From an optimization exercise on the open Yosys and OpenROAD flow, aimed at small area, a short achievable clock period and few clock cycles per item; shortcuts taken in it are not production practice.
RTL that was checked went through simulation tests only; none was proved equivalent to the original.
The RTL of run 7 was laid out without a check of its function.
Power is estimated from default activity; no workload was simulated.

File: design/flow/design.v
`timescale 1ns/10ps
package sme_pkg;
    localparam int STR_LEN = 32;
    localparam int PTN_LEN = 8;
    typedef logic [7:0] char_t;
    localparam char_t CHR_START = 8'h5E;    
    localparam char_t CHR_END   = 8'h24;    
    localparam char_t CHR_ANY   = 8'h2E;    
    localparam char_t CHR_SPACE = 8'h20;
    typedef logic [5:0] str_len_t;
    typedef logic [3:0] ptn_len_t;
    typedef logic [5:0] pos_t;
    typedef struct packed {
        char_t [STR_LEN-1:0] chars;
        str_len_t            len;
    } string_image_t;
    typedef struct packed {
        char_t [PTN_LEN-1:0] chars;
        ptn_len_t            len;
    } pattern_image_t;
    typedef struct packed {
        logic found;
        pos_t offset;
    } scan_result_t;
endpackage
`timescale 1ns/10ps
`timescale 1ns/10ps
`timescale 1ns/10ps
`timescale 1ns/10ps
`timescale 1ns/10ps
`timescale 1ns/10ps
module sme_top (
    input  logic           clk,
    input  logic           rst_n,
    input  sme_pkg::char_t chardata,
    input  logic           isstring,
    input  logic           ispattern,
    output logic           out_valid,
    output logic           match,
    output logic [4:0]     match_index
);
    localparam int NS = 34;
    logic           ip_q, is_q, dot_q, car_q, dol_q;
    sme_pkg::char_t key_q;
    wire in_car = (chardata == sme_pkg::CHR_START);
    wire in_dol = (chardata == sme_pkg::CHR_END);
    always_ff @(posedge clk or negedge rst_n) begin
        if (!rst_n) begin
            ip_q <= 1'b0;
            is_q <= 1'b0;
        end else begin
            ip_q <= ispattern;
            is_q <= isstring;
        end
    end
    always_ff @(posedge clk) begin
        key_q <= (in_car | in_dol) ? sme_pkg::CHR_SPACE : chardata;
        dot_q <= (chardata == sme_pkg::CHR_ANY);
        car_q <= in_car;
        dol_q <= in_dol;
    end
    logic       is_d;
    logic [4:0] len_q;                       
    sme_pkg::char_t chars_q [0:31];          
    always_ff @(posedge clk or negedge rst_n) begin
        if (!rst_n) is_d <= 1'b0;
        else        is_d <= is_q;
    end
    sme_pkg::char_t raw;
    assign raw = car_q ? sme_pkg::CHR_START : dol_q ? sme_pkg::CHR_END : key_q;
    always_ff @(posedge clk) begin
        if (is_q) begin
            for (int i = 0; i < 31; i++) chars_q[i] <= chars_q[i+1];
            chars_q[31] <= raw;
            len_q <= is_d ? len_q + 5'd1 : 5'd1;
        end
    end
    logic [31:0] valid;         
    logic [31:0] stb;           
    always_comb begin
        for (int i = 0; i < 32; i++) valid[i] = ({len_q == 5'd0, len_q} >= 6'(32 - i));
        for (int i = 0; i < 31; i++) stb[i] = ~valid[i] & valid[i+1];
        stb[31] = 1'b0;
    end
    logic          ip_d;
    logic [NS-1:0] m_q;                      
    logic [4:0]    c_q;                      
    wire first = ~ip_d;
    logic [NS-1:0] m_next;
    always_comb begin
        m_next[0] = valid[0] & first & car_q;
        for (int i = 0; i < 32; i++) begin
            m_next[i+1] = (valid[i] & (first | m_q[i]) & (dot_q | (chars_q[i] == key_q)))
                        | (stb[i] & first & car_q);
        end
        m_next[NS-1] = (first | m_q[NS-2]) & dol_q;
    end
    always_ff @(posedge clk or negedge rst_n) begin
        if (!rst_n) ip_d <= 1'b0;
        else        ip_d <= ip_q;
    end
    always_ff @(posedge clk) begin
        m_q <= m_next;
        c_q <= first ? (len_q - 5'd1 + {4'd0, car_q}) : (c_q - 5'd1);
    end
    logic       found;
    logic [4:0] idx;
    always_comb begin
        logic [4:0] any;
        logic [4:0] gidx [0:4];
        for (int g = 0; g < 5; g++) begin
            logic [2:0] loc;
            logic [3:0] lo;
            logic [1:0] hi;
            loc = '0;
            any[g] = 1'b0;
            for (int b = 7; b >= 0; b--) begin
                if (8*g + b < NS && m_q[8*g + b]) begin
                    loc    = 3'(b);
                    any[g] = 1'b1;
                end
            end
            lo = {1'b0, loc} + {1'b0, c_q[2:0]};
            hi = c_q[4:3] + 2'(g) + {1'b0, lo[3]};
            gidx[g] = {hi, lo[2:0]};
        end
        found = |any;
        idx   = '0;
        for (int g = 4; g >= 0; g--) if (any[g]) idx = gidx[g];
    end
    wire done = ip_d & ~ip_q;
    always_ff @(posedge clk or negedge rst_n) begin
        if (!rst_n) begin
            out_valid   <= 1'b0;
            match       <= 1'b0;
            match_index <= '0;
        end else begin
            out_valid   <= done;
            match       <= done & found;
            match_index <= (done & found) ? idx : 5'd0;
        end
    end
endmodule
File: design/flow/flow/run.sh
#!/bin/bash
# Standard layout with a tighter setup repair target and stronger port buffers.
set -uo pipefail
bash standard.sh SETUP_SLACK_MARGIN=5.6 \
    "BUFFER_PORTS_ARGS=-buffer_cell sky130_fd_sc_hd__buf_4" \
    finish > standard.log 2>&1
File: design/flow/standard.sh
#!/bin/bash
# synth_recipe.tcl (not shown) runs the flow's synth.tcl, then flattens the netlist and writes it again
# the make line also repeats each setting of config.mk as NAME=value (left out here)
make -C /OpenROAD-flow-scripts/flow DESIGN_CONFIG=/design/flow/config.mk WORK_HOME=/design/flow/orfs CLKGATE_MAP_FILE= SYNTH_SCRIPT=/design/flow/synth_recipe.tcl "${@:-finish}"
File: design/flow/config.mk
export PLATFORM = sky130hd
export DESIGN_NAME = sme_top
export DESIGN_NICKNAME = sme_top
export VERILOG_FILES = /design/flow/design.v
export SDC_FILE = /design/flow/constraint.sdc
export NUM_CORES = 4
export LEC_CHECK = 0
export CAP_MARGIN = 20
export CORE_MARGIN = 2
export CORE_UTILIZATION = 40
export CTS_BUF_LIST = sky130_fd_sc_hd__clkbuf_16
export CTS_CLUSTER_DIAMETER = 120
export CTS_CLUSTER_SIZE = 30
export SETUP_SLACK_MARGIN = 5
export SLEW_MARGIN = 20
File: design/flow/constraint.sdc
create_clock -name core_clock -period 8.0 [get_ports {clk}]
set_input_delay 1.6000 -clock core_clock [delete_from_list [all_inputs] [get_ports {clk}]]
set_output_delay 1.6000 -clock core_clock [all_outputs]
set_load 0.01 [all_outputs]
==> reports/results.ini, run 1 <==
[cts]
htreeDepth = 1
clk_pin_slew_ns = 0.11
insertion_delay_ns = 0.51
clkSinkCount = 322
clockRootBuffer = clkbuf_16
clock_path_buffers = 3
ctsHoldBuffers = 0
cts_tree = built
numCtsBuffers = 14

[global_routing]
grt_overflow_total = 0
grt_use_total = 0.158
grt_pass1_vias = 8439
antenna_found_initial = 0
grt_pass1_wl_um = 47400
grt_max_degree = 85

[synth]
ys_seq_area_frac = 0.629
synthFlopType = edfxtp_1
yosysTopAreaCell = edfxtp_1
synth_warnings = 9
synth_nets = 1123
synth_edf_count = 261
ys_types = 62
syn_area_per_cell_um2 = 13.4
synth.ff_latch_count = 322
syn-cell-area_um2 = 14500
syn_inst = 1081
synth.area.top_cells = edfxtp_1, xnor2_1, xor2_1
yosysTopAreaCellShare = 0.541
postSynth.asyncResetShare = 0.0342

[floorplanning]
start_util = 0.407
die_y_um = 194
num_io_pins = 19
die-area_um2 = 37800
rows = 69
fp.dieW_um = 194
core_um2 = 35700

[drt]
drc = 0
vias_per_cell = 5.25
routed_wl_um = 29400
vias = 8191
wl_per_cell_um = 18.9
ant_nets = 0
first_pass_iters = 5
drt_iter0_markers = 712

[layout]
fin_util = 0.443
seq_area_um2 = 9140
fin_nets = 1132
syn2layout_area_growth_pct = 8.94
drive_above_1_share = 0.100
multi_input_area_um2 = 5190
antenna_cells = 0
fill_cells = 3215

[pwr]
powerDensity_nw_per_um2 = 200
p_sw_frac = 0.240
peakVddDrop_uv = 123
power_frac_clock = 0.269
p_leak_uw = 0.00556
internal-power_uw = 2400
power.switching_uw = 758
power_frac_seq = 0.632
power_frac_comb = 0.099

[setup_path]
required_ns = 6.40
r2r_slack_ns = 5.69
path_cells = buf_6
cpLargestDelayFamily = flip-flops
cp_num_buf_inv = 1
worst_path_largest_cell_delay_ns = 0.40
start_kind = register
slowest_stage = dfrtp_1
critPathKind = register to output pin
endpoint_kind = output pin
worst-path-max-fanout = 1
arrival_ns = 1.02

[hold_path]
hold_class = register to register

[timing]
rsz0062_at_grt = true
min_period_ns = 2.62
fin_ws_ns = 5.38
slew_violations = 0
fin_crit_sh = 0.328
slew_headroom = 0.299
hold_violations = 0
setup_viol_count_final = 0
finalSetupTns_ns = 0
fin_skew_ns = 0.0184
fmax_ghz = 0.382
worst_pin_slew_ns = 1.05

[placement]
pre_cts_slack_ns = 5.12
dpl.hpwl_um = 18700
numPortBuffers = 18
place_congestion = 0.873

[run_status]
status = complete, no violations

[job]
drv_cap = 0

flip-flops by register name, summed over array words and instances (netlist names):
signal / flops
match_index: 5
key_q: 8
dol_q: 1
is_d: 1
chars_q: 256
out_valid: 1
is_q: 1
c_q: 5
dot_q: 1
len_q: 5
ip_d: 1
match: 1
car_q: 1
m_q: 34
ip_q: 1
Yosys cell counts (all sizes together) (10+ instances only):
cell	count
edfxtp	261
xnor2	136
xor2	133
nor2	63
dfxtp	50
nor4	37
nand2	35
a21oi	34
buf	34
nand4	32
ha	26
o21ai	24
inv	21
nor3	21
clkbuf	18
a21o	12
o221ai	12
dfrtp	11
o22ai	10
timing repair:
item / 4_1_cts / 5_1_grt
gates resized for setup: 17 / 22
pin swaps: 1 / 11
buffers inserted: 2 / 12
setup endpoints to repair: 86 / 21
logic make-up after synthesis:
| family | share of synthesized area |
|---|---|
| DFF | 0.629 |
| xor gates and xnor gates | 0.162 |
| and+or+nand+nor | 0.0885 |
| AOI/OAI and AO/OA | 0.0651 |
| buffers and inverters | 0.0219 |
| adders and majority gates | 0.0280 |
| muxes | 0.00552 |
path summary, 6_finish.rpt:
check	startpoint	depth (start not counted)	end
worst max-delay path	match_index[1]	1	match_index[1]
worst min-delay path	ip_q	0	ip_d
worst max register to register	m_q[29]	11	match_index[4]
worst min register to register	ip_q	0	ip_d
max in group asynchronous	rst_n	1	is_q
min in group asynchronous	rst_n	1	out_valid
power by group through the flow:
stage | Sequential [uW] | Clock, uW | Combinational, uW
after CTS | 2000 | 883 | 303
after detailed placement | 2040 | 0 | 295
after global routing | 2010 | 938 | 351
after floorplan | 2020 | 0 | 229
after global placement | 2040 | 0 | 291
final | 2000 | 850 | 312
cell usage in the layout, fill, tap and decap left out, types with 8 or more instances in the layout:
master,Yosys,layout
edfxtp_1,261,261
o21ai_0,24,23
dfxtp_1,50,36
buf_4,0,34
dfxtp_2,0,13
nor4_1,36,32
dfrtp_1,11,10
ha_1,26,24
xor2_1,133,133
clkbuf_16,0,15
o221ai_1,12,12
nor2_1,63,61
nor2b_1,9,8
a21oi_1,34,31
nand4_1,32,32
buf_6,0,9
xnor2_1,136,136
o22ai_1,10,10
inv_1,21,29
nor3_1,21,15
nand2_1,34,34
a21o_1,12,12
through the flow:
stage                     cell area [um2]  total power (uW)  hold WS (ns)  instances
after global placement              15100              2330         0.375       1521
after CTS                           15600              3180         0.397       1547
after detailed placement            15100              2330         0.376       1521
after floorplan                     14500              2250         0.355       1081
final                               15800              3160         0.392       1559
after global routing                15800              3300         0.403       1559
cell type report:
type / count / share of cell area
multi-input cells: 685 / 0.329
repair buffers: 45 / 0.0247
clock buffers: 15 / 0.0238
flip-flops and latches: 322 / 0.579
clock inverters: 9 / 0.00246
well taps: 461 / 0.0365
inverters: 22 / 0.00523
per-layer routing:
layer | up-vias | track usage | wire length (um)
met3 | 38 | 0.0175 | 877
met4 | 0 | 0.0350 | 611
li1 | 3929 | - | -
met5 | - | 0 | 0
met2 | 147 | 0.267 | 14300
met1 | 4077 | 0.220 | 13600
Testbench counts, summed over its fixed seeds: cycles 7,731, queries 512.
==> run 2, diff against run 1 <==
--- a/design/flow/config.mk
+++ b/design/flow/config.mk
@@ -5,6 +5,7 @@
 export SDC_FILE = /design/flow/constraint.sdc
 export NUM_CORES = 4
 export LEC_CHECK = 0
+export ABC_AREA = 1
 export CAP_MARGIN = 20
 export CORE_MARGIN = 2
 export CORE_UTILIZATION = 40
==> run 2 against run 1 <==
Sequential power barely moved; combinational power rose by 7.4%; non-clock buffer count fell by 13; via count rose by 26%; register-to-register slack improved by 0.03 ns; routed wire length rose by 18%; still clean; fmax fell by 0.74%; clock power rose by 2%.
==> reports/results.ini, run 2 <==
[run_status]
status = complete, no violations

[synth]
synth.ff_latch_count = 322  ; unchanged
yosysMostFrequentCell = nand2_1
syn_area_per_cell_um2 = 10.1  ; -25%
postSynth.asyncResetShare = 0.0342  ; unchanged
ys_seq_area_frac = 0.587  ; -0.0419
synth_nets = 1585  ; +41%
yosysTopAreaCell = edfxtp_1
synth.area.top_cells = edfxtp_1, nand2_1, xnor2_1
synth_common_cells = nand2_1, edfxtp_1, nor2_1
ys_types = 41  ; -34%
syn-cell-area_um2 = 15500  ; +7.1%
synth_edf_count = 261  ; unchanged
yosysTopAreaCellShare = 0.505  ; -0.0360
synthFlopType = edfxtp_1
synth_warnings = 9  ; unchanged
syn_inst = 1543  ; +43%

[setup_path]
reg2reg_from = m_q[31]
arrival_ns = 1.04  ; +0.02 ns
startpoint = match_index[1]
start_kind = register
critPathKind = register to output pin
worst_path_largest_cell_delay_ns = 0.40  ; about the same
endpoint_kind = output pin
required_ns = 6.40  ; about the same
slowest_stage = dfrtp_1
cp_num_buf_inv = 1  ; unchanged
worst-path-max-fanout = 1  ; unchanged
path_cells = buf_6
reg2regPathDepth = 16  ; +5
cpLargestDelayFamily = flip-flops
reg2reg_to = match_index[4]
crit_path_end = match_index[1]
r2r_slack_ns = 5.72  ; +0.03 ns
crit_cells = 1  ; unchanged

[placement]
placed_cell_area_um2 = 16100  ; +6.5%
dpl.hpwl_um = 23900  ; +27%
numPortBuffers = 18  ; unchanged
place_congestion = 0.895  ; +2.5%

[timing]
min_period_ns = 2.64  ; +0.0195 ns
slew_violations = 0  ; unchanged
fin_skew_ns = 0.0265  ; +0.00806 ns
slew_headroom = 0.350  ; +0.0513
finalSetupTns_ns = 0  ; unchanged
hold_violations = 0  ; unchanged
worst_pin_slew_ns = 0.975  ; -0.0769 ns
fmax_ghz = 0.379  ; -0.74%
fin_crit_sh = 0.330  ; +0.00244
rsz0062_at_grt = true
setup_viol_count_final = 0  ; unchanged

[pwr]
p_leak_uw = 0.00670  ; +20%
powerDensity_nw_per_um2 = 192  ; -3.8%
power_frac_clock = 0.271  ; +0.002
peakVddDrop_uv = 177  ; +44%
power.switching_uw = 806  ; +6.3%
p_sw_frac = 0.252  ; +0.0116
power_frac_seq = 0.625  ; -0.007
power_frac_comb = 0.105  ; +0.006
internal-power_uw = 2390  ; -0.18%

[cts]
clkSinkCount = 322  ; unchanged
cts_tree = built
insertion_delay_ns = 0.52  ; about the same
clock_path_buffers = 3  ; unchanged
ctsHoldBuffers = 0  ; unchanged
numCtsBuffers = 14  ; unchanged
clk_pin_slew_ns = 0.12  ; about the same
htreeDepth = 1  ; unchanged
clockRootBuffer = clkbuf_16

[drt]
vias_per_cell = 4.99  ; -5.0%
first_pass_iters = 5  ; unchanged
ant_nets = 0  ; unchanged
drc = 0  ; unchanged
wl_per_cell_um = 16.9  ; -10%
vias = 10300  ; +26%
drt_iter0_markers = 755  ; +6.0%
routed_wl_um = 34900  ; +18%

[floorplanning]
num_io_pins = 19  ; unchanged
die_y_um = 201  ; +3.4%
fp.dieW_um = 201  ; +3.4%
rows = 72  ; +4.3%
core_um2 = 38500  ; +7.9%
die-area_um2 = 40400  ; +7.0%
start_util = 0.404  ; -0.00282

[layout]
fin_area_um2 = 16600  ; +5.4%
largest_reg_flops = 256  ; unchanged
syn2layout_area_growth_pct = 7.18
mostFrequentLayoutCells = nand2_1, edfxtp_1, nor2_1
antenna_cells = 0  ; unchanged
drive_above_1_share = 0.111  ; +0.0106
fin_nets = 1578  ; +39%
reg_top3 = chars_q: 256 flops, m_q: 34 flops, key_q: 8 flops
regMostFlops = chars_q
layout_commonest_cell = nand2_1

[global_routing]
grt_pass1_wl_um = 55100  ; +16%
grt_pass1_vias = 10200  ; +20%
grt_use_total = 0.172  ; +0.0136
grt_max_degree = 153  ; +80%
antenna_found_initial = 0  ; unchanged
grt_overflow_total = 0  ; unchanged

[job]
drv_cap = 0  ; unchanged

[hold_path]
hold_class = register to register

==> run 2: how the worst min path moves through the flow <==
stage / depth (start not counted) / slack (ns) / from / endpoint
finish: 0 / 0.44 / ip_q / ip_d
global route: 0 / 0.45 / ip_q / ip_d
CTS: 0 / 0.43 / ip_q / ip_d
detailed placement: 0 / 0.40 / ip_q / ip_d
global placement: 0 / 0.41 / ip_q / ip_d
floorplan: 0 / 0.35 / ip_q / ip_d
==> run 2: final cells by class <==
class,instances,area (um2)
clock buffers,15,375
clock inverters,9,38.8
inverters,133,503
repair buffers,32,299
well taps,518,648
repair inverters,1,7.51
multi-input cells,1032,5650
flip-flops and latches,322,9130
fillers,3668,21800
==> run 2: repair_timing <==
action | 4_1_cts | 5_1_grt
cloned | 0 | 1
pin swaps | 0 | 12
buffers inserted | 0 | 3
endpoints found under the setup margin | 31 | 14
gates resized for setup | 12 | 24
==> run 2: kinds of logic (layout without fill, tap and decap cells) <==
family / count (synthesis) / after routing / share of synthesized area
buffers and inverters: 189 / 190 / 0.0531
AND/OR/NAND/NOR: 749 / 749 / 0.213
adder cells (fa/ha/maj): 30 / 30 / 0.0261
flip-flops: 322 / 322 / 0.587
XOR/XNOR: 150 / 150 / 0.0846
multiplexers: 1 / 1 / 0.000644
AO/OA/AOI/OAI: 102 / 102 / 0.0358
==> run 2: through the flow <==
stage               power [uW]  hold slack (ns)  cells  utilization  worst slack, ns
finish                    3200            0.437   2062        0.433             5.36
global route              3330            0.451   2062        0.433             5.32
floorplan                 2270            0.354   1543            -             5.49
detailed placement        2370            0.396   2033        0.418             5.33
CTS                       3220            0.426   2057        0.430             5.34
global placement          2360            0.411   2033        0.418             5.45
==> run 2: routing by layer <==
| layer | GRT usage | wire length [um] | vias up |
|---|---|---|---|
| met2 | 0.291 | 16600 | 238 |
| li1 | - | - | 5054 |
| met3 | 0.0177 | 1350 | 66 |
| met1 | 0.230 | 15600 | 4930 |
| met4 | 0.0598 | 1320 | 0 |
| met5 | 0 | 0 | - |
==> run 2: power by group through the flow <==
stage	registers, uW	logic [uW]	clock network (uW)
after floorplan	2010	256	0
after global placement	2030	328	0
after detailed placement	2040	334	0
after CTS	2000	336	887
after global routing	2010	380	939
final	2000	335	866
==> run 3, diff against run 2 <==
==> design/flow/config.mk (replaced) <==
export PLATFORM = sky130hd
export DESIGN_NAME = sme_top
export DESIGN_NICKNAME = sme_top
export VERILOG_FILES = /design/flow/design.v
export SDC_FILE = /design/flow/constraint.sdc
export NUM_CORES = 4
export LEC_CHECK = 0
export CAP_MARGIN = 20
export CORE_MARGIN = 2
export CORE_UTILIZATION = 40
export SETUP_SLACK_MARGIN = 5
export SLEW_MARGIN = 20
==> run 3 against run 2 <==
Largest power group unchanged; routed wire length decreased by 13%; clock skew is 0.0086 ns lower; core utilization grew 2.8 points; die area down 6.5%; via count is 18% lower.
==> reports/results.ini, run 3 <==
[setup_path]
r2r_slack_ns = 5.71  ; about the same
path_cells = buf_6
cpLargestDelayFamily = flip-flops
cp_num_buf_inv = 1  ; unchanged
reg2reg_from = m_q[22]
endpoint_kind = output pin
arrival_ns = 1.00  ; -0.04 ns
critPathKind = register to output pin
worst_path_largest_cell_delay_ns = 0.38  ; -0.02 ns
slowest_stage = dfrtp_1
worst-path-max-fanout = 1  ; unchanged
required_ns = 6.40  ; about the same
reg2reg_to = match_index[4]
reg2regPathDepth = 8  ; -8
start_kind = register
startpoint = match_index[1]

[cts]
clkSinkCount = 322  ; unchanged
clock_path_buffers = 3  ; unchanged
cts_tree = built
insertion_delay_ns = 0.51  ; about the same
htreeDepth = 2  ; +1
clockRootBuffer = clkbuf_16
clk_pin_slew_ns = 0.06  ; -0.06 ns
numCtsBuffers = 35  ; +21

[synth]
synth_warnings = 9  ; unchanged
synth_common_cells = edfxtp_1, xnor2_1, xor2_1
synth_fa_ha_area_frac = 0.0280  ; +0.00186
yosysMostFrequentCell = edfxtp_1
synth.area.top_cells = edfxtp_1, xnor2_1, xor2_1
yosysTopAreaCellShare = 0.541  ; +0.0360
postSynth.asyncResetShare = 0.0342  ; unchanged
syn-cell-area_um2 = 14500  ; -6.7%
yosysTopAreaCell = edfxtp_1
synth_compound_area_frac = 0.0651  ; +0.0292
yosys.area_share.simple = 0.0885  ; -0.125
synth.ff_latch_count = 322  ; unchanged
synthFlopType = edfxtp_1
ys_seq_area_frac = 0.629  ; +0.0419
synth_nets = 1123  ; -29%
ys_types = 62  ; +51%
synthMuxAreaShare = 0.00552  ; +0.00488
synth_top_family_by_area = XOR/XNOR gates
syn_area_per_cell_um2 = 13.4  ; +33%
synth_xor_area_frac = 0.162  ; +0.0779
syn_inst = 1081  ; -30%
synth_edf_count = 261  ; unchanged

[drt]
ant_nets = 0  ; unchanged
routed_wl_um = 30200  ; -13%
wl_per_cell_um = 18.9  ; +12%
drc = 0  ; unchanged
vias_per_cell = 5.25  ; +5.3%
drt_iter0_markers = 707  ; -6.4%
first_pass_iters = 5  ; unchanged
vias = 8390  ; -18%

[hold_path]
hold_class = register to register
min_from = ip_q
hold_depth = 0  ; unchanged
hold-path-endpoint = ip_d

[layout]
fin_area_um2 = 16400  ; -1.3%
regMostFlops = chars_q
reg_top3 = chars_q: 256 flops, m_q: 34 flops, key_q: 8 flops
layout_commonest_cell = edfxtp_1
largest_reg_flops = 256  ; unchanged
fill_cells = 3162  ; -14%
fin_util = 0.461  ; +0.0282
drive_above_1_share = 0.121  ; +0.0107
fin_nets = 1152  ; -27%
antenna_cells = 0  ; unchanged
mostFrequentLayoutCells = edfxtp_1, xnor2_1, xor2_1
syn2layout_area_growth_pct = 13.4

[global_routing]
grt_pass1_wl_um = 48300  ; -12%
grt_pass1_vias = 8698  ; -14%
grt_overflow_total = 0  ; unchanged
grt_max_degree = 85  ; -44%
grt_use_total = 0.162  ; -0.00920
antenna_found_initial = 0  ; unchanged

[timing]
finalSetupTns_ns = 0  ; unchanged
fmax_ghz = 0.384  ; +1.4%
worst_pin_slew_ns = 1.06  ; +0.0903 ns
setup_viol_count_final = 0  ; unchanged
slew_violations = 0  ; unchanged
hold_violations = 0  ; unchanged
min_period_ns = 2.60  ; -0.0373 ns
fin_crit_sh = 0.325  ; -0.00466
rsz0062_at_grt = true
fin_skew_ns = 0.0179  ; -0.00860 ns
fin_ws_ns = 5.40  ; +0.0373 ns
slew_headroom = 0.290  ; -0.0602

[pwr]
powerDensity_nw_per_um2 = 231  ; +20%
power_uw = 3800  ; +19%
peakVddDrop_uv = 138  ; -22%
p_leak_uw = 0.00584  ; -13%

[floorplanning]
num_io_pins = 19  ; unchanged
die_y_um = 194  ; -3.3%
rows = 69  ; -4.2%
start_util = 0.407  ; +0.00282
die-area_um2 = 37800  ; -6.5%
fp.dieW_um = 194  ; -3.3%
core_um2 = 35700  ; -7.3%

[run_status]
status = complete, no violations

[placement]
placed_cell_area_um2 = 15100  ; -6.1%
dpl.hpwl_um = 18700  ; -22%
place_congestion = 0.873  ; -2.5%
pre_cts_slack_ns = 5.12  ; -0.210 ns
numPortBuffers = 18  ; unchanged

[job]
drv_cap = 0  ; unchanged

[run 3: repair_timing]
item,in CTS,in global routing
endpoints found under the setup margin,71,21
setup buffers,3,10
gates cloned,0,0
hold buffers,0,0
resized for setup,19,25
pin swaps,2,12
hold endpoints to repair,0,0
[run 3: logic make-up (layout without fill, tap and decap cells)]
kind of cell / after synthesis / after routing
buffers and inverters: 74 / 129
flip-flops: 322 / 322
adder cells (fa/ha/maj): 30 / 30
XOR/XNOR: 269 / 269
multiplexers: 8 / 8
AO/OA/AOI/OAI: 138 / 138
AND/OR/NAND/NOR: 240 / 240
[run 3: worst max path at each step]
| stage | to | slack, ns | cells after the start |
|---|---|---|---|
| 5_1_grt | out_valid | 5.36 | 1 |
| 3_5_place_dp | chars_q[19][6] | 5.12 | 2 |
| 6_report | match_index[1] | 5.40 | 1 |
| 3_3_place_gp | chars_q[20][0] | 5.16 | 2 |
| 2_1_floorplan | key_q[2] | 5.40 | 3 |
| 4_1_cts | match_index[1] | 5.37 | 1 |
[run 3: metal layers]
layer  GRT usage  vias to the layer above  share of wire
li1            -                     3997              -
met1       0.219                     4167           0.45
met4      0.0519                        0          0.027
met5           0                        -              0
met3      0.0257                       66          0.042
met2       0.269                      160           0.48
[run 3: cell type report]
type,count,area (um2),area share
Sequential cell,322,9140,0.556
Multi-Input combinational cell,685,5230,0.318
Clock buffer,53,996,0.0606
Tap cell,461,577,0.0351
Timing Repair Buffer,44,377,0.0229
Inverter,22,82.6,0.00502
Clock inverter,10,41.3,0.00251
[run 3: stage by stage]
stage / hold WS [ns] / std cells
floorplan: 0.355 / 1081
global placement: 0.375 / 1521
detailed placement: 0.376 / 1521
CTS: 0.382 / 1587
global route: 0.387 / 1597
finish: 0.378 / 1597
[run 3: report_power, final]
part           switching, uW  leakage [uW]  internal [uW]
registers               84.7       0.00311           1920
clock network            627      0.000504            858
logic                    174       0.00223            139
total                    886       0.00584           2910
==> run 4, diff against run 3 <==
--- a/design/flow/config.mk
+++ b/design/flow/config.mk
@@ -8,5 +8,7 @@
 export CAP_MARGIN = 20
 export CORE_MARGIN = 2
 export CORE_UTILIZATION = 40
+export CTS_CLUSTER_DIAMETER = 120
+export CTS_CLUSTER_SIZE = 24
 export SETUP_SLACK_MARGIN = 5
 export SLEW_MARGIN = 20
==> run 4 against run 3 <==
Synthesized cell count unchanged; highest routed layer unchanged; cell count down 2.0%; still clean; global-route usage down 0.43 points.
==> reports/results.ini, run 4 <==
[run_status]
status = complete, no violations

[layout]
mostFrequentLayoutCells = edfxtp_1, xnor2_1, xor2_1
syn2layout_area_growth_pct = 9.48
regMostFlops = chars_q
layout_commonest_cell = edfxtp_1
reg_top3 = chars_q: 256 flops, m_q: 34 flops, key_q: 8 flops
fin_nets = 1135  ; -1.5%
drive_above_1_share = 0.102  ; -0.0191
fill_cells = 3208  ; +1.5%
antenna_cells = 0  ; unchanged
largest_reg_flops = 256  ; unchanged

[job]
drv_cap = 0  ; unchanged

[placement]
place_congestion = 0.873  ; unchanged
numPortBuffers = 18  ; unchanged
dpl.hpwl_um = 18700  ; unchanged

[global_routing]
grt_overflow_total = 0  ; unchanged
antenna_found_initial = 0  ; unchanged
grt_use_total = 0.158  ; -0.00433
grt_pass1_vias = 8506  ; -2.2%
grt_max_degree = 85  ; unchanged
grt_pass1_wl_um = 47500  ; -1.7%

[cts]
clock_path_buffers = 3  ; unchanged
insertion_delay_ns = 0.53  ; +0.02 ns
clockRootBuffer = clkbuf_16
ctsHoldBuffers = 0  ; unchanged
numCtsBuffers = 17  ; -51%
clkSinkCount = 322  ; unchanged
cts_tree = built
clk_pin_slew_ns = 0.10  ; +0.04 ns
htreeDepth = 1  ; -1

[floorplanning]
rows = 69  ; unchanged
num_io_pins = 19  ; unchanged
die-area_um2 = 37800  ; unchanged
core_um2 = 35700  ; unchanged
die_y_um = 194  ; unchanged
start_util = 0.407  ; unchanged
fp.dieW_um = 194  ; unchanged

[timing]
fmax_ghz = 0.380  ; -1.1%
slew_violations = 0  ; unchanged
rsz0062_at_grt = true
fin_skew_ns = 0.0247  ; +0.00688 ns
hold_violations = 0  ; unchanged
fin_crit_sh = 0.329  ; +0.00350
setup_viol_count_final = 0  ; unchanged
slew_headroom = 0.296  ; +0.00589
min_period_ns = 2.63  ; +0.0280 ns
finalSetupTns_ns = 0  ; unchanged
worst_pin_slew_ns = 1.06  ; -0.00883 ns

[pwr]
powerDensity_nw_per_um2 = 205  ; -11%
power.switching_uw = 789  ; -11%
p_leak_uw = 0.00557  ; -4.7%
power_frac_seq = 0.614  ; +0.087
power_uw = 3250  ; -14%
p_sw_frac = 0.243  ; +0.00941
power_frac_comb = 0.096  ; +0.014
power_frac_clock = 0.291  ; -0.100
internal-power_uw = 2460  ; -15%
peakVddDrop_uv = 150  ; +8.7%

[synth]
yosysTopAreaCellShare = 0.541  ; unchanged
synthMuxAreaShare = 0.00552  ; unchanged
synth_nets = 1123  ; unchanged
postSynth.asyncResetShare = 0.0342  ; unchanged
syn_inst = 1081  ; unchanged
synth.ff_latch_count = 322  ; unchanged
synth_compound_area_frac = 0.0651  ; unchanged
ys_types = 62  ; unchanged
synth_common_cells = edfxtp_1, xnor2_1, xor2_1
yosysTopAreaCell = edfxtp_1
synth_top_family_by_area = XOR/XNOR gates
syn_area_per_cell_um2 = 13.4  ; unchanged
ys_seq_area_frac = 0.629  ; unchanged
synth_xor_area_frac = 0.162  ; unchanged
yosys.area_share.simple = 0.0885  ; unchanged
synth.area.top_cells = edfxtp_1, xnor2_1, xor2_1
synth_edf_count = 261  ; unchanged
synthFlopType = edfxtp_1
synth_fa_ha_area_frac = 0.0280  ; unchanged
yosysMostFrequentCell = edfxtp_1
syn-cell-area_um2 = 14500  ; unchanged
synth_warnings = 9  ; unchanged

[setup_path]
slowest_stage = dfrtp_1
worst_path_largest_cell_delay_ns = 0.39  ; about the same
cp_num_buf_inv = 1  ; unchanged
required_ns = 6.40  ; about the same
cpLargestDelayFamily = flip-flops
crit_cells = 1  ; unchanged
arrival_ns = 1.03  ; +0.03 ns
start_kind = register
path_cells = buf_6
worst-path-max-fanout = 1  ; unchanged
endpoint_kind = output pin
critPathKind = register to output pin
reg2regPathDepth = 11  ; +3

[drt]
routed_wl_um = 29500  ; -2.1%
drc = 0  ; unchanged
drt_iter0_markers = 575  ; -19%
wl_per_cell_um = 18.9  ; about the same
vias = 8228  ; -1.9%
ant_nets = 0  ; unchanged
vias_per_cell = 5.26  ; about the same
first_pass_iters = 5  ; unchanged

[hold_path]
hold_class = register to register
hold_depth = 0  ; unchanged

==> run 4: logic make-up (layout without fill, tap and decap cells) <==
family / Yosys count / in the layout
multiplexers: 8 / 8
XOR/XNOR: 269 / 269
AO/OA/AOI/OAI: 138 / 138
buffers and inverters: 74 / 97
flip-flops: 322 / 322
AND/OR/NAND/NOR: 240 / 240
adder cells (fa/ha/maj): 30 / 30
==> run 4: layout make-up <==
| type | instances | area [um2] | area share |
|---|---|---|---|
| sequential | 322 | 9140 | 0.576 |
| multi-input combinational | 685 | 5190 | 0.327 |
| tap | 461 | 577 | 0.0363 |
| clock buffer | 28 | 467 | 0.0294 |
| timing repair buffer | 45 | 390 | 0.0246 |
| inverter | 22 | 82.6 | 0.00520 |
| clock inverter | 2 | 25.0 | 0.00158 |
==> run 4: stage by stage <==
step	utilization	hold WS, ns	setup WS, ns	cells	cell area (um2)
floorplan	-	0.355	5.40	1081	14500
global placement	0.424	0.375	5.16	1521	15100
detailed placement	0.424	0.376	5.12	1521	15100
CTS	0.440	0.391	5.36	1553	15700
global route	0.445	0.398	5.33	1565	15900
finish	0.445	0.387	5.37	1565	15900
==> run 4: final timing paths <==
kind,from,to,slack (ns)
worst max-delay path,match_index[4],match_index[4],5.37
worst min-delay path,ip_q,ip_d,0.39
worst max register to register,m_q[29],match_index[4],5.69
worst min register to register,ip_q,ip_d,0.39
max in group asynchronous,rst_n,is_q,6.92
min in group asynchronous,rst_n,match_index[4],0.89
==> run 4: power groups by stage <==
| stage | registers, uW | logic (uW) | clock network, uW |
|---|---|---|---|
| global route | 2010 | 350 | 1030 |
| CTS | 2000 | 303 | 972 |
| detailed placement | 2040 | 295 | 0 |
| finish | 2000 | 312 | 945 |
| global placement | 2040 | 291 | 0 |
| floorplan | 2020 | 229 | 0 |
==> run 4: repair_timing <==
item | 4_1_cts | 5_1_grt
pin swaps | 1 | 11
endpoints found under the setup margin | 71 | 81
resized for setup | 16 | 23
setup buffers | 2 | 12
==> run 4: layer usage <==
layer  global-route usage  vias to the layer above  share of wire
li1                     -                     3944              -
met3               0.0170                       43          0.031
met1                0.218                     4096           0.46
met4               0.0433                        0          0.025
met5                    0                        -              0
met2                0.267                      145           0.49
==> run 5, diff against run 4 <==
--- a/design/flow/config.mk
+++ b/design/flow/config.mk
@@ -7,8 +7,10 @@
 export LEC_CHECK = 0
 export CAP_MARGIN = 20
 export CORE_MARGIN = 2
-export CORE_UTILIZATION = 40
+export CORE_UTILIZATION = 55
+export CTS_BUF_LIST = sky130_fd_sc_hd__clkbuf_16
 export CTS_CLUSTER_DIAMETER = 120
-export CTS_CLUSTER_SIZE = 24
+export CTS_CLUSTER_SIZE = 30
+export PLACE_DENSITY = 0.65
 export SETUP_SLACK_MARGIN = 5
 export SLEW_MARGIN = 20
==> run 5 against run 4 <==
Combinational power decreased by 1%; design area decreased by 1.9%; fmax decreased by 0.92%; critical path type unchanged; synthesized cell count unchanged; setup slack got worse by 0.025 ns; sequential cell count unchanged; first-iteration DRC count increased by 24%; sequential share of layout area increased by 1.1 points; largest power group unchanged; critical path depth unchanged; synthesized area unchanged; clock power decreased by about 10%.
==> reports/results.ini, run 5 <==
[layout]
largest_reg_flops = 256  ; unchanged
reg_top3 = chars_q: 256 flops, m_q: 34 flops, key_q: 8 flops
regMostFlops = chars_q
syn2layout_area_growth_pct = 7.38
final_cells = 1425  ; -8.9%
fin_nets = 1126  ; -0.79%
antenna_cells = 0  ; unchanged
drive_above_1_share = 0.0899  ; -0.0124
layout_commonest_cell = edfxtp_1
mostFrequentLayoutCells = edfxtp_1, xnor2_1, xor2_1

[setup_path]
required_ns = 6.40  ; about the same
arrival_ns = 1.05  ; +0.02 ns
endpoint_kind = output pin
path_cells = buf_6
cpLargestDelayFamily = flip-flops
start_kind = register
worst_path_largest_cell_delay_ns = 0.42  ; +0.03 ns
slowest_stage = dfrtp_1
worst-path-max-fanout = 1  ; unchanged
critPathKind = register to output pin
cp_num_buf_inv = 1  ; unchanged

[placement]
dp_cells = 1393  ; -8.4%
dpl.hpwl_um = 18700  ; +0.12%
numPortBuffers = 18  ; unchanged
place_congestion = 0.887  ; +1.6%

[cts]
clockRootBuffer = clkbuf_16
htreeDepth = 1  ; unchanged
ctsHoldBuffers = 0  ; unchanged
clkSinkCount = 322  ; unchanged
cts_tree = built
clk_pin_slew_ns = 0.11  ; about the same
numCtsBuffers = 14  ; -3
insertion_delay_ns = 0.51  ; -0.02 ns
clock_path_buffers = 3  ; unchanged

[drt]
first_pass_iters = 5  ; unchanged
drt_iter0_markers = 715  ; +24%
vias = 8195  ; -0.40%
drc = 0  ; unchanged
vias_per_cell = 5.75  ; +9.4%
ant_nets = 0  ; unchanged
wl_per_cell_um = 20.6  ; +9.3%
routed_wl_um = 29400  ; -0.45%

[timing]
fin_skew_ns = 0.0218  ; -0.00291 ns
finalSetupTns_ns = 0  ; unchanged
slew_headroom = 0.271  ; -0.0252
min_period_ns = 2.65  ; +0.0245 ns
rsz0062_at_grt = true
setup_viol_count_final = 0  ; unchanged
hold_violations = 0  ; unchanged
slew_violations = 0  ; unchanged
fmax_ghz = 0.377  ; -0.92%
fin_crit_sh = 0.332  ; +0.00307
worst_pin_slew_ns = 1.09  ; +0.0379 ns

[synth]
synth.area.top_cells = edfxtp_1, xnor2_1, xor2_1
postSynth.asyncResetShare = 0.0342  ; unchanged
syn_inst = 1081  ; unchanged
syn_area_per_cell_um2 = 13.4  ; unchanged
synthFlopType = edfxtp_1
synth_edf_count = 261  ; unchanged
yosysTopAreaCell = edfxtp_1
yosysMostFrequentCell = edfxtp_1
ys_types = 62  ; unchanged
synth_warnings = 9  ; unchanged
synth_nets = 1123  ; unchanged
syn-cell-area_um2 = 14500  ; unchanged
synth_common_cells = edfxtp_1, xnor2_1, xor2_1
synth.ff_latch_count = 322  ; unchanged
ys_seq_area_frac = 0.629  ; unchanged
yosysTopAreaCellShare = 0.541  ; unchanged

[floorplanning]
start_util = 0.558  ; +0.151
fp.dieW_um = 166  ; -14%
die_y_um = 166  ; -14%
die-area_um2 = 27700  ; -27%
rows = 59  ; -14%
num_io_pins = 19  ; unchanged
core_um2 = 26000  ; -27%

[pwr]
peakVddDrop_uv = 198  ; +32%
power.switching_uw = 756  ; -4.2%
power_frac_seq = 0.633  ; +0.019
p_leak_uw = 0.00550  ; -1.1%
power_frac_comb = 0.098  ; +0.002
internal-power_uw = 2390  ; -2.9%
power_frac_clock = 0.269  ; -0.022
p_sw_frac = 0.240  ; -0.00259
power_uw = 3150  ; -3.2%
powerDensity_nw_per_um2 = 202  ; -1.3%

[global_routing]
grt_pass1_vias = 8295  ; -2.5%
grt_pass1_wl_um = 45700  ; -3.7%
grt_max_degree = 197  ; +130%
antenna_found_initial = 0  ; unchanged
grt_use_total = 0.209  ; +0.0510
grt_overflow_total = 0  ; unchanged

[run_status]
status = complete, no violations

[job]
drv_cap = 0  ; unchanged

[hold_path]
hold_class = register to register

-- run 5: cell types whose count changed in the layout (fill, tap and decap cells not counted), sizes merged --
| cell | change |
|---|---|
| clkbuf | -13 |
| buf | -6 |
| inv | +5 |
-- run 5: path summary, 6_finish.rpt --
| check | startpoint | endpoint | slack (ns) | cells after the start |
|---|---|---|---|---|
| max | match_index[0] | match_index[0] | 5.35 | 1 |
| min | chars_q[13][1] | chars_q[12][1] | 0.46 | 0 |
| max reg2reg | m_q[7] | match_index[4] | 5.50 | 9 |
| min reg2reg | chars_q[13][1] | chars_q[12][1] | 0.46 | 0 |
| max in group asynchronous | rst_n | is_q | 6.91 | 1 |
| min in group asynchronous | rst_n | is_q | 0.91 | 1 |
-- run 5: cell families (layout without fill, tap and decap cells) --
group,Yosys count,count (layout),share of synthesized area
DFF,322,322,0.629
xor gates and xnor gates,269,269,0.162
and+or+nand+nor,240,240,0.0885
muxes,8,8,0.00552
buffers and inverters,74,83,0.0219
adders and majority gates,30,30,0.0280
AOI/OAI and AO/OA,138,138,0.0651
-- run 5: cell type report --
class | instances | area, um2
clock buffers | 15 | 375
clock inverters | 7 | 31.3
fillers | 2087 | 10400
inverters | 22 | 82.6
multi-input cells | 685 | 5160
flip-flops and latches | 322 | 9140
well taps | 335 | 419
repair buffers | 39 | 358
-- run 5: power by group through the flow --
stage	Combinational, uW	Sequential, uW	Clock, uW
floorplan	229	2020	0
global placement	291	2030	0
detailed placement	297	2040	0
CTS	300	2000	871
global route	343	2010	920
finish	308	1990	847
-- run 5: layer usage --
| layer | up-vias | part of all wire | global-route usage |
|---|---|---|---|
| met5 | - | 0 | 0 |
| met4 | 0 | 0.018 | 0.0469 |
| met3 | 27 | 0.032 | 0.0257 |
| met2 | 151 | 0.51 | 0.363 |
| met1 | 4099 | 0.44 | 0.284 |
| li1 | 3918 | - | - |
-- run 5: what timing repair did --
| action | in CTS | in global routing |
|---|---|---|
| gates resized for setup | 12 | 19 |
| setup buffers | 0 | 10 |
| cloned | 0 | 0 |
| setup endpoints to repair | 11 | 216 |
| pin swaps | 0 | 8 |
-- run 5: metrics by stage --
step	util	area, um2	setup slack, ns	hold WS [ns]
after floorplan	-	14500	5.40	0.355
after global placement	0.575	14900	5.24	0.430
after detailed placement	0.575	14900	5.22	0.423
after CTS	0.593	15400	5.34	0.469
after global routing	0.599	15600	5.31	0.478
final	0.599	15600	5.35	0.460
==> run 6, diff against run 5 <==
==> design/flow/flow/run.sh (replaced) <==
#!/bin/bash
# Standard layout with a tighter setup repair target and stronger port buffers.
set -uo pipefail
bash standard.sh SETUP_SLACK_MARGIN=5.45 \
    "BUFFER_PORTS_ARGS=-buffer_cell sky130_fd_sc_hd__buf_4" \
    finish > standard.log 2>&1
--- a/design/flow/config.mk
+++ b/design/flow/config.mk
@@ -7,10 +7,9 @@
 export LEC_CHECK = 0
 export CAP_MARGIN = 20
 export CORE_MARGIN = 2
-export CORE_UTILIZATION = 55
+export CORE_UTILIZATION = 40
 export CTS_BUF_LIST = sky130_fd_sc_hd__clkbuf_16
 export CTS_CLUSTER_DIAMETER = 120
 export CTS_CLUSTER_SIZE = 30
-export PLACE_DENSITY = 0.65
 export SETUP_SLACK_MARGIN = 5
 export SLEW_MARGIN = 20
==> run 6 against run 5 <==
Critical endpoint is now match_index[4]; core utilization fell by 16 points; cell count rose by 8.4%; still clean on timing, DRC and antenna; combinational power fell by 4%; highest routed layer unchanged.
==> reports/results.ini, run 6 <==
[synth]
synth_common_cells = edfxtp_1, xnor2_1, xor2_1
syn-cell-area_um2 = 14500  ; unchanged
postSynth.asyncResetShare = 0.0342  ; unchanged
ys_seq_area_frac = 0.629  ; unchanged
ys_types = 62  ; unchanged
syn_inst = 1081  ; unchanged
yosysTopAreaCellShare = 0.541  ; unchanged
synthFlopType = edfxtp_1
synth_nets = 1123  ; unchanged
yosysTopAreaCell = edfxtp_1
synth.area.top_cells = edfxtp_1, xnor2_1, xor2_1
synth_warnings = 9  ; unchanged
synth.ff_latch_count = 322  ; unchanged
synth_edf_count = 261  ; unchanged
syn_area_per_cell_um2 = 13.4  ; unchanged
yosysMostFrequentCell = edfxtp_1

[drt]
first_pass_iters = 5  ; unchanged
vias_per_cell = 5.27  ; -8.3%
drc = 0  ; unchanged
ant_nets = 0  ; unchanged
drt_iter0_markers = 637  ; -11%
vias = 8147  ; -0.59%
wl_per_cell_um = 18.9  ; -8.5%
routed_wl_um = 29200  ; -0.79%

[cts]
numCtsBuffers = 14  ; unchanged
clockRootBuffer = clkbuf_16
ctsHoldBuffers = 0  ; unchanged
clkSinkCount = 322  ; unchanged
cts_tree = built
htreeDepth = 1  ; unchanged
clk_pin_slew_ns = 0.12  ; about the same
insertion_delay_ns = 0.51  ; about the same
clock_path_buffers = 3  ; unchanged

[floorplanning]
start_util = 0.407  ; -0.151
rows = 69  ; +17%
fp.dieW_um = 194  ; +17%
die_y_um = 194  ; +17%
core_um2 = 35700  ; +37%
num_io_pins = 19  ; unchanged
die-area_um2 = 37800  ; +37%

[placement]
dpl.hpwl_um = 18700  ; -0.24%
numPortBuffers = 18  ; unchanged
dp_cells = 1519  ; +9.0%
place_congestion = 0.840  ; -5.3%
pre_cts_slack_ns = 5.20  ; -0.0182 ns
placed_cell_area_um2 = 15100  ; +0.97%

[setup_path]
cp_num_buf_inv = 1  ; unchanged
slowest_stage = dfrtp_1
path_cells = buf_6
reg2reg_from = m_q[22]
startpoint = match_index[4]
r2r_slack_ns = 5.56  ; +0.06 ns
worst-path-max-fanout = 1  ; unchanged
endpoint_kind = output pin
arrival_ns = 1.03  ; -0.02 ns
worst_path_largest_cell_delay_ns = 0.39  ; -0.03 ns
start_kind = register
critPathKind = register to output pin
cpLargestDelayFamily = flip-flops
required_ns = 6.40  ; about the same

[layout]
syn2layout_area_growth_pct = 7.54
regMostFlops = chars_q
layout_commonest_cell = edfxtp_1
final_cells = 1545  ; +8.4%
antenna_cells = 0  ; unchanged
fin_area_um2 = 15600  ; +0.15%
fin_nets = 1118  ; -0.71%
reg_top3 = chars_q: 256 flops, m_q: 34 flops, key_q: 8 flops
fill_cells = 3240  ; +55%
largest_reg_flops = 256  ; unchanged
drive_above_1_share = 0.0692  ; -0.0207
mostFrequentLayoutCells = edfxtp_1, xnor2_1, xor2_1

[pwr]
powerDensity_nw_per_um2 = 202  ; about the same
p_leak_uw = 0.00546  ; -0.74%
peakVddDrop_uv = 155  ; -22%
power_frac_clock = 0.272  ; +0.003
power.switching_uw = 760  ; +0.58%
power_frac_comb = 0.094  ; -0.004
p_sw_frac = 0.241  ; +0.00115
power_frac_seq = 0.634  ; about the same
internal-power_uw = 2390  ; about the same

[job]
drv_cap = 0  ; unchanged

[hold_path]
hold_class = register to register
min_from = ip_q

[run_status]
status = complete, no violations

[timing]
hold_violations = 0  ; unchanged
worst_pin_slew_ns = 1.17  ; +0.0728 ns
fin_skew_ns = 0.0201  ; -0.00173 ns
fin_hold_ws_ns = 0.413  ; -0.0475 ns
fmax_ghz = 0.380  ; +0.99%
finalSetupTns_ns = 0  ; unchanged
fin_ws_ns = 5.37  ; +0.0259 ns
min_period_ns = 2.63  ; -0.0259 ns
fin_crit_sh = 0.329  ; -0.00324
slew_violations = 0  ; unchanged
setup_viol_count_final = 0  ; unchanged
rsz0062_at_grt = true
slew_headroom = 0.222  ; -0.0485

[global_routing]
grt_max_degree = 191  ; -3.0%
grt_pass1_wl_um = 46400  ; +1.7%
grt_pass1_vias = 8404  ; +1.3%
antenna_found_initial = 0  ; unchanged
grt_use_total = 0.155  ; -0.0543
grt_overflow_total = 0  ; unchanged

-- run 6: cell count changes in the layout (fill, tap and decap cells not counted), moves of 2 or more --
cell     before  now
buf_4        29   22
dfxtp_2      14    9
inv_1        27   29
dfxtp_1      35   41
a21oi_2       3    1
a21oi_1      31   33
-- run 6: worst paths after layout --
check	to	cells after the start
min in group asynchronous	match_index[4]	1
hold reg to reg	ip_d	0
max in group asynchronous	is_q	1
setup reg to reg	match_index[3]	10
hold / removal	ip_d	0
setup / recovery	match_index[4]	1
-- run 6: power groups by stage --
stage	Combinational [uW]	Sequential [uW]	Clock, uW
6_report	296	2000	856
5_1_grt	334	2010	933
4_1_cts	298	2000	882
3_5_place_dp	296	2040	0
3_3_place_gp	290	2040	0
2_1_floorplan	229	2020	0
-- run 6: timing repair --
action,in CTS,in global routing
endpoints found under the setup margin,8,12
resized for setup,8,7
buffers inserted,0,2
pin swaps,0,1
-- run 6: worst reg2reg max path: stages (launching register included) --
cell,delay [ns]
dfxtp_1,0.41
nor2_1,0.07
nor3_1,0.19
nor3_1,0.07
nor3_1,0.44
ha_1,0.34
a21o_1,0.15
a21o_1,0.17
ha_1,0.27
nor2_1,0.04
nor3_1,0.19
-- run 6: final cells by class --
type	instances	area (um2)	area share
clock buffer	15	375	0.0241
clock inverter	9	38.8	0.00249
inverter	22	82.6	0.00530
multi-input combinational	685	5110	0.328
sequential	322	9130	0.585
tap	461	577	0.0370
timing repair buffer	31	275	0.0177
-- run 6: cells by family after synthesis --
logic type | Yosys count | share of synthesized area
flip-flops | 322 | 0.629
XOR/XNOR | 269 | 0.162
AND/OR/NAND/NOR | 240 | 0.0885
AO/OA/AOI/OAI | 138 | 0.0651
buffers and inverters | 74 | 0.0219
adder cells (fa/ha/maj) | 30 | 0.0280
multiplexers | 8 | 0.00552
-- run 6: stage by stage --
stage               total power, uW   util
global placement               2330  0.423
floorplan                      2250      -
global route                   3280  0.437
finish                         3150  0.437
CTS                            3180  0.436
detailed placement             2340  0.423
-- run 6: layer usage --
metal	GRT usage	routed length, um
met1	0.208	13300
met2	0.268	14400
met3	0.0203	1000
met4	0.0356	559
met5	0	0
==> run 7, diff against run 6 <==
--- a/design/flow/design.v
+++ b/design/flow/design.v
@@ -104,29 +104,11 @@
         c_q <= first ? (len_q - 5'd1 + {4'd0, car_q}) : (c_q - 5'd1);
     end
     logic       found;
-    logic [4:0] idx;
+    logic [4:0] enc;
     always_comb begin
-        logic [4:0] any;
-        logic [4:0] gidx [0:4];
-        for (int g = 0; g < 5; g++) begin
-            logic [2:0] loc;
-            logic [3:0] lo;
-            logic [1:0] hi;
-            loc = '0;
-            any[g] = 1'b0;
-            for (int b = 7; b >= 0; b--) begin
-                if (8*g + b < NS && m_q[8*g + b]) begin
-                    loc    = 3'(b);
-                    any[g] = 1'b1;
-                end
-            end
-            lo = {1'b0, loc} + {1'b0, c_q[2:0]};
-            hi = c_q[4:3] + 2'(g) + {1'b0, lo[3]};
-            gidx[g] = {hi, lo[2:0]};
-        end
-        found = |any;
-        idx   = '0;
-        for (int g = 4; g >= 0; g--) if (any[g]) idx = gidx[g];
+        found = |m_q;
+        enc   = '0;
+        for (int s = NS-1; s >= 0; s--) if (m_q[s]) enc = 5'(s);
     end
     wire done = ip_d & ~ip_q;
     always_ff @(posedge clk or negedge rst_n) begin
@@ -137,7 +119,7 @@
         end else begin
             out_valid   <= done;
             match       <= done & found;
-            match_index <= (done & found) ? idx : 5'd0;
+            match_index <= (done & found) ? enc + c_q : 5'd0;
         end
     end
 endmodule
==> design/flow/flow/run.sh (replaced) <==
#!/bin/bash
# Standard layout with a tighter setup repair target and stronger port buffers.
set -uo pipefail
bash standard.sh SETUP_SLACK_MARGIN=5.6 \
    "BUFFER_PORTS_ARGS=-buffer_cell sky130_fd_sc_hd__buf_4" \
    finish > standard.log 2>&1
--- a/design/flow/config.mk
+++ b/design/flow/config.mk
@@ -8,8 +8,5 @@
 export CAP_MARGIN = 20
 export CORE_MARGIN = 2
 export CORE_UTILIZATION = 40
-export CTS_BUF_LIST = sky130_fd_sc_hd__clkbuf_16
-export CTS_CLUSTER_DIAMETER = 120
-export CTS_CLUSTER_SIZE = 30
 export SETUP_SLACK_MARGIN = 5
 export SLEW_MARGIN = 20
==> run 7 against run 6 <==
Cell count shrank 0.39%; first-iteration DRC count decreased by 7.8%; sequential power barely moved; register-to-register slack got worse by 0.65 ns; synthesized area down 2.6%; largest cell class unchanged; non-clock buffer count up 8; sequential cell count stayed put; hold slack lost 0.039 ns; combinational power about the same; clock skew is 0.0039 ns lower.
==> reports/results.ini, run 7 <==
[timing]
fin_skew_ns = 0.0162  ; -0.00391 ns
slew_violations = 0  ; unchanged
slew_headroom = 0.478  ; +0.256
setup_viol_count_final = 0  ; unchanged
rsz0062_at_grt = true
finalSetupTns_ns = 0  ; unchanged
fin_crit_sh = 0.386  ; +0.0571
min_period_ns = 3.09  ; +0.457 ns
hold_violations = 0  ; unchanged
fin_hold_ws_ns = 0.373  ; -0.0394 ns
fmax_ghz = 0.324  ; -15%
worst_pin_slew_ns = 0.783  ; -0.384 ns

[cts]
numCtsBuffers = 36  ; +22
clk_pin_slew_ns = 0.06  ; -0.06 ns
cts_tree = built
clock_path_buffers = 3  ; unchanged
insertion_delay_ns = 0.52  ; about the same
clkSinkCount = 322  ; unchanged
clockRootBuffer = clkbuf_16
htreeDepth = 2  ; +1

[setup_path]
critPathKind = register to register
worst_path_largest_cell_delay_ns = 0.37  ; -0.02 ns
path_cells = or3_4, a221o_1, a21oi_2, o221ai_2, a221oi_2, ha_2, inv_2, fa_2, nand2b_4, a21oi_2, xor2_1, o21ai_1, o221a_2
slowest_stage = or3_4
cpLargestDelayFamily = compound AO/OA/AOI/OAI gates
start_kind = register
endpoint_kind = register
cp_common_cell = a21oi_2
arrival_ns = 3.49  ; +2.46 ns
cp_num_buf_inv = 1  ; unchanged
required_ns = 8.40  ; +2.00 ns
worst-path-max-fanout = 2  ; +1
r2r_slack_ns = 4.91  ; -0.65 ns

[global_routing]
grt_use_total = 0.169  ; +0.0138
antenna_found_initial = 0  ; unchanged
grt_pass1_vias = 8304  ; -1.2%
grt_max_degree = 135  ; -29%
grt_pass1_wl_um = 47800  ; +3.0%
grt_overflow_total = 0  ; unchanged

[floorplanning]
die-area_um2 = 36800  ; -2.5%
start_util = 0.408  ; +0.00130
rows = 68  ; -1.4%
num_io_pins = 19  ; unchanged
fp.dieW_um = 192  ; -1.3%
die_y_um = 192  ; -1.3%
core_um2 = 34600  ; -2.9%

[synth]
synth.area.top_cells = edfxtp_1, xor2_1, dfxtp_1
synth_nets = 1057  ; -5.9%
synth_warnings = 2  ; -7
syn-cell-area_um2 = 14100  ; -2.6%
synth_common_cells = edfxtp_1, xor2_1, nor4_1
syn_area_per_cell_um2 = 13.7  ; +2.0%
yosysTopAreaCell = edfxtp_1
synth.ff_latch_count = 322  ; unchanged
yosysTopAreaCellShare = 0.555  ; +0.0143
postSynth.asyncResetShare = 0.0342  ; unchanged
synth_edf_count = 261  ; unchanged
syn_inst = 1033  ; -4.4%
ys_types = 63  ; +1.6%
synthFlopType = edfxtp_1
ys_seq_area_frac = 0.645  ; +0.0166
yosysMostFrequentCell = edfxtp_1

[pwr]
powerDensity_nw_per_um2 = 242  ; +20%
peakVddDrop_uv = 188  ; +21%
p_leak_uw = 0.00573  ; +4.8%

[drt]
drt_iter0_markers = 587  ; -7.8%
drc = 0  ; unchanged
vias_per_cell = 5.23  ; -0.78%
ant_nets = 0  ; unchanged
vias = 8052  ; -1.2%
wl_per_cell_um = 19.7  ; +4.5%
routed_wl_um = 30400  ; +4.0%
first_pass_iters = 5  ; unchanged

[placement]
placed_cell_area_um2 = 14700  ; -2.4%
place_congestion = 0.918  ; +9.2%
dpl.hpwl_um = 19200  ; +2.5%
numPortBuffers = 18  ; unchanged

[run_status]
status = complete, no violations

[layout]
fin_nets = 1080  ; -3.4%
largest_reg_flops = 256  ; unchanged
syn2layout_area_growth_pct = 13.4
antenna_cells = 0  ; unchanged
layout_commonest_cell = edfxtp_1
fin_area_um2 = 16000  ; +2.8%
mostFrequentLayoutCells = edfxtp_1, xor2_1, nor4_1
fill_cells = 3063  ; -5.5%
reg_top3 = chars_q: 256 flops, m_q: 34 flops, key_q: 8 flops
drive_above_1_share = 0.125  ; +0.0563
regMostFlops = chars_q
fin_util = 0.463  ; +0.0254

[job]
drv_cap = 0  ; unchanged

[hold_path]
hold_class = register to register

-- run 7: cell count changes in the layout (fill, tap and decap cells not counted), moves of 8 or more --
cell | previous run | this run
nand4_1 | 32 | 18
o22ai_1 | 10 | 20
nor3_1 | 18 | 10
ha_1 | 26 | 10
xnor2_1 | 136 | 44
clkbuf_16 | 15 | 37
clkinv_2 | 0 | 12
inv_1 | 29 | 18
o221ai_1 | 12 | 4
nor4_1 | 33 | 57
nor2_1 | 63 | 42
xor2_1 | 133 | 223
-- run 7: worst paths after layout --
path / depth (start not counted) / from / endpoint
max in group asynchronous: 1 / rst_n / ip_d
setup / recovery: 13 / m_q[22] / match_index[4]
setup reg to reg: 13 / m_q[22] / match_index[4]
hold / removal: 0 / ip_q / ip_d
hold reg to reg: 0 / ip_q / ip_d
min in group asynchronous: 1 / rst_n / match
-- run 7: layout make-up --
type	instances	area [um2]	area share
Clock inverter	21	160	0.0100
Sequential cell	322	9130	0.570
Timing Repair Buffer	39	348	0.0217
Multi-Input combinational cell	637	4770	0.298
Tap cell	455	569	0.0355
Clock buffer	45	966	0.0603
Inverter	20	75.1	0.00469
-- run 7: kinds of logic after synthesis --
logic type	count (synthesis)	synth area share
buf+inv	74	0.0235
fa+ha+maj	12	0.0112
xor+xnor	267	0.166
mux	4	0.00283
compound gates	140	0.0645
simple gates	214	0.0873
flops	322	0.645
-- run 7: report_power, final --
part	switching [uW]	total, uW	leakage, uW	internal [uW]
Sequential	73.9	1990	0.00311	1920
Combinational	171	293	0.00206	122
Clock	663	1590	0.000562	925
Total	909	3870	0.00573	2960
-- run 7: metal layers --
layer | vias to the layer above | global-route usage | wire [um] | part of all wire
met5 | - | 0 | 0 | 0
met4 | 0 | 0.0533 | 788 | 0.026
met3 | 53 | 0.0294 | 1190 | 0.039
met2 | 154 | 0.278 | 14800 | 0.49
met1 | 4019 | 0.227 | 13600 | 0.45
li1 | 3826 | - | - | -
-- run 7: worst register-to-register path, cell delays in order (launching register included) --
cell      delay, ns
dfxtp_2        0.32
or3_4          0.37
a221o_1        0.28
a21oi_2        0.14
o221ai_2       0.13
a221oi_2       0.29
ha_2           0.25
inv_2          0.04
fa_2           0.34
nand2b_4       0.15
a21oi_2        0.12
xor2_1         0.21
o21ai_1        0.10
o221a_2        0.24
-- run 7: what timing repair did --
action	CTS	global route
pin swaps	5	1
gates resized for setup	15	5
gates cloned	0	0
hold buffers	0	0
setup buffers	6	2
setup endpoints to repair	13	14
-- run 7: through the flow --
stage | total power [uW] | setup slack, ns | std cells
after global routing | 4020 | 4.72 | 1539
final | 3870 | 4.91 | 1539
after floorplan | 2230 | 5.14 | 1033
after detailed placement | 2310 | 4.70 | 1465
after CTS | 3910 | 4.87 | 1537
after global placement | 2310 | 4.79 | 1465
==> run 8, diff against run 7 <==
--- a/design/flow/design.v
+++ b/design/flow/design.v
@@ -104,11 +104,27 @@
         c_q <= first ? (len_q - 5'd1 + {4'd0, car_q}) : (c_q - 5'd1);
     end
     logic       found;
-    logic [4:0] enc;
+    logic [4:0] idx;
     always_comb begin
-        found = |m_q;
-        enc   = '0;
-        for (int s = NS-1; s >= 0; s--) if (m_q[s]) enc = 5'(s);
+        logic [2:0] any;
+        logic [4:0] gidx [0:2];
+        for (int g = 0; g < 3; g++) begin
+            logic [3:0] loc;
+            logic [4:0] lo;
+            loc = '0;
+            any[g] = 1'b0;
+            for (int b = 15; b >= 0; b--) begin
+                if (16*g + b < NS && m_q[16*g + b]) begin
+                    loc    = 4'(b);
+                    any[g] = 1'b1;
+                end
+            end
+            lo = {1'b0, loc} + {1'b0, c_q[3:0]};
+            gidx[g] = {c_q[4] ^ g[0] ^ lo[4], lo[3:0]};
+        end
+        found = |any;
+        idx   = '0;
+        for (int g = 2; g >= 0; g--) if (any[g]) idx = gidx[g];
     end
     wire done = ip_d & ~ip_q;
     always_ff @(posedge clk or negedge rst_n) begin
@@ -119,7 +135,7 @@
         end else begin
             out_valid   <= done;
             match       <= done & found;
-            match_index <= (done & found) ? enc + c_q : 5'd0;
+            match_index <= (done & found) ? idx : 5'd0;
         end
     end
 endmodule
==> design/flow/flow/run.sh (replaced) <==
#!/bin/bash
# Standard layout with a tighter setup repair target and stronger port buffers.
set -uo pipefail
bash standard.sh SETUP_SLACK_MARGIN=5.3 \
    "BUFFER_PORTS_ARGS=-buffer_cell sky130_fd_sc_hd__buf_4" \
    finish > standard.log 2>&1
--- a/design/flow/config.mk
+++ b/design/flow/config.mk
@@ -8,5 +8,8 @@
 export CAP_MARGIN = 20
 export CORE_MARGIN = 2
 export CORE_UTILIZATION = 40
+export CTS_BUF_LIST = sky130_fd_sc_hd__clkbuf_16
+export CTS_CLUSTER_DIAMETER = 120
+export CTS_CLUSTER_SIZE = 30
 export SETUP_SLACK_MARGIN = 5
 export SLEW_MARGIN = 20
==> run 8 against run 7 <==
Still clean on timing, DRC and antenna; sequential power is essentially flat; fmax is 17% higher; die area increased by 0.88%.
==> reports/results.ini, run 8 <==
[synth]
synth_warnings = 17  ; +15
postSynth.asyncResetShare = 0.0342  ; unchanged
syn_inst = 1056  ; +2.2%
synth_nets = 1087  ; +2.8%
ys_seq_area_frac = 0.639  ; -0.00578
synth_edf_count = 261  ; unchanged
synth.ff_latch_count = 322  ; unchanged
ys_types = 59  ; -6.3%
yosysTopAreaCell = edfxtp_1
syn-cell-area_um2 = 14300  ; +0.90%
yosysTopAreaCellShare = 0.550  ; -0.00497
synth.area.top_cells = edfxtp_1, xor2_1, dfxtp_1
yosysMostFrequentCell = edfxtp_1

[hold_path]
hold_class = register to register
hold_depth = 0  ; unchanged
min_from = ip_q

[layout]
fin_util = 0.433  ; -0.0295
fin_nets = 1082  ; +0.19%
syn2layout_area_growth_pct = 7.31
mostFrequentLayoutCells = edfxtp_1, xor2_1, xnor2_1
drive_above_1_share = 0.0727  ; -0.0528
reg_top3 = chars_q: 256 flops, m_q: 34 flops, key_q: 8 flops
largest_reg_flops = 256  ; unchanged
antenna_cells = 0  ; unchanged

[global_routing]
grt_use_total = 0.161  ; -0.00728
grt_overflow_total = 0  ; unchanged
grt_pass1_vias = 8103  ; -2.4%
antenna_found_initial = 0  ; unchanged

[pwr]
powerDensity_nw_per_um2 = 206  ; -15%
power_uw = 3140  ; -19%
power.switching_uw = 761  ; -16%
p_sw_frac = 0.242  ; +0.00737
power_frac_clock = 0.273  ; -0.137
power_frac_comb = 0.094  ; +0.018

[timing]
fin_crit_sh = 0.328  ; -0.0574
hold_violations = 0  ; unchanged
slew_violations = 0  ; unchanged
setup_viol_count_final = 0  ; unchanged
fmax_ghz = 0.381  ; +17%
fin_skew_ns = 0.0117  ; -0.00448 ns
rsz0062_at_grt = false
min_period_ns = 2.63  ; -0.459 ns

[setup_path]
worst-path-max-fanout = 1  ; -1
cp_num_buf_inv = 1  ; unchanged
arrival_ns = 1.03  ; -2.46 ns
r2r_slack_ns = 5.45  ; +0.54 ns
start_kind = register
reg2reg_from = ip_d
path_cells = buf_4
critPathKind = register to output pin
reg2regPathDepth = 5  ; -8
cpLargestDelayFamily = flip-flops
slowest_stage = dfrtp_1
crit_cells = 1  ; -12

[cts]
clkSinkCount = 322  ; unchanged
ctsHoldBuffers = 0  ; unchanged
cts_tree = built
insertion_delay_ns = 0.51  ; about the same

[floorplanning]
start_util = 0.404  ; -0.00426
rows = 69  ; +1.5%
die_y_um = 193  ; +0.44%

[drt]
drc = 0  ; unchanged
ant_nets = 0  ; unchanged
drt_iter0_markers = 656  ; +12%
routed_wl_um = 29400  ; -3.0%
vias = 8000  ; -0.65%

[job]
drv_cap = 0  ; unchanged

[placement]
dp_cells = 1495  ; +2.0%
place_congestion = 0.895  ; -2.5%
pre_cts_slack_ns = 5.05  ; +0.348 ns

[run_status]
status = complete, no violations

-- run 8: cell count changes in the layout (fill, tap and decap cells not counted), moves of 4 or more --
cell / previous run / this run
nor2_1: 42 / 37
xor2_1: 223 / 202
o21ai_0: 21 / 38
inv_1: 18 / 24
nor4_2: 4 / 0
clkbuf_16: 37 / 15
clkinv_2: 12 / 0
ha_1: 10 / 16
buf_6: 8 / 2
nand3_1: 8 / 12
a21oi_1: 39 / 48
xnor2_1: 44 / 71
clkbuf_1: 7 / 0
-- run 8: worst min path at each step --
stage / to / slack (ns)
4_1_cts: ip_d / 0.45
3_3_place_gp: ip_d / 0.42
6_report: ip_d / 0.45
3_5_place_dp: ip_d / 0.42
2_1_floorplan: ip_d / 0.38
5_1_grt: ip_d / 0.46
-- run 8: layout make-up --
class                      instances  area [um2]  area share
clock buffer                      15         375      0.0245
clock inverter                     9        38.8     0.00254
inverter                          18        71.3     0.00466
multi-input combinational        661        4840       0.316
sequential                       322        9130       0.597
tap                              461         577      0.0377
timing repair buffer              34         263      0.0172
-- run 8: kinds of logic after synthesis --
group           after synthesis  share of synthesized area
buf+inv                      73                     0.0226
mux                           3                    0.00211
fa+ha+maj                    19                     0.0177
simple gates                205                     0.0808
xor+xnor                    273                      0.168
compound gates              161                     0.0696
flops                       322                      0.639
-- run 8: power by group through the flow --
stage | clock (uW) | combinational (uW) | sequential [uW]
2_1_floorplan | 0 | 222 | 2020
3_3_place_gp | 0 | 291 | 2030
3_5_place_dp | 0 | 294 | 2030
4_1_cts | 883 | 296 | 1990
5_1_grt | 935 | 328 | 2010
6_report | 858 | 294 | 1990
-- run 8: repair_timing --
action / CTS / global route
buffers inserted: 0 / 1
setup endpoints to repair: 78 / 11
gates resized for setup: 4 / 8
pin swaps: 0 / 4
-- run 8: worst register-to-register path, stage by stage (launching register included) --
cell	delay [ns]
dfrtp_1	0.85
clkinvlp_4	0.74
nand2_1	0.35
nor2_1	0.13
nand3_1	0.24
o22ai_1	0.13
-- run 8: per-stage QoR --
stage,hold WS (ns),instance area [um2]
floorplan,0.376,14300
global placement,0.421,14800
detailed placement,0.422,14800
CTS,0.450,15300
global route,0.458,15300
finish,0.445,15300
-- run 8: routing by layer --
| layer | share of wire | wire, um | track usage | up-vias |
|---|---|---|---|---|
| met5 | 0 | 0 | 0 | - |
| met4 | 0.018 | 520 | 0.0323 | 0 |
| met3 | 0.031 | 920 | 0.0187 | 28 |
| met2 | 0.49 | 14500 | 0.278 | 144 |
| met1 | 0.46 | 13500 | 0.220 | 4003 |
| li1 | - | - | - | 3825 |
Testbench counts of run 8, summed over its fixed seeds: cycles 7,731, queries 512.

Setup slack of run 8, layout unchanged: 5.373 ns with ideal ports, 5.322 ns with driving cells assumed (clock clkbuf_16, inputs buf_2), 5.085 ns with port delays also shifted by the 0.555 ns mid clock arrival.
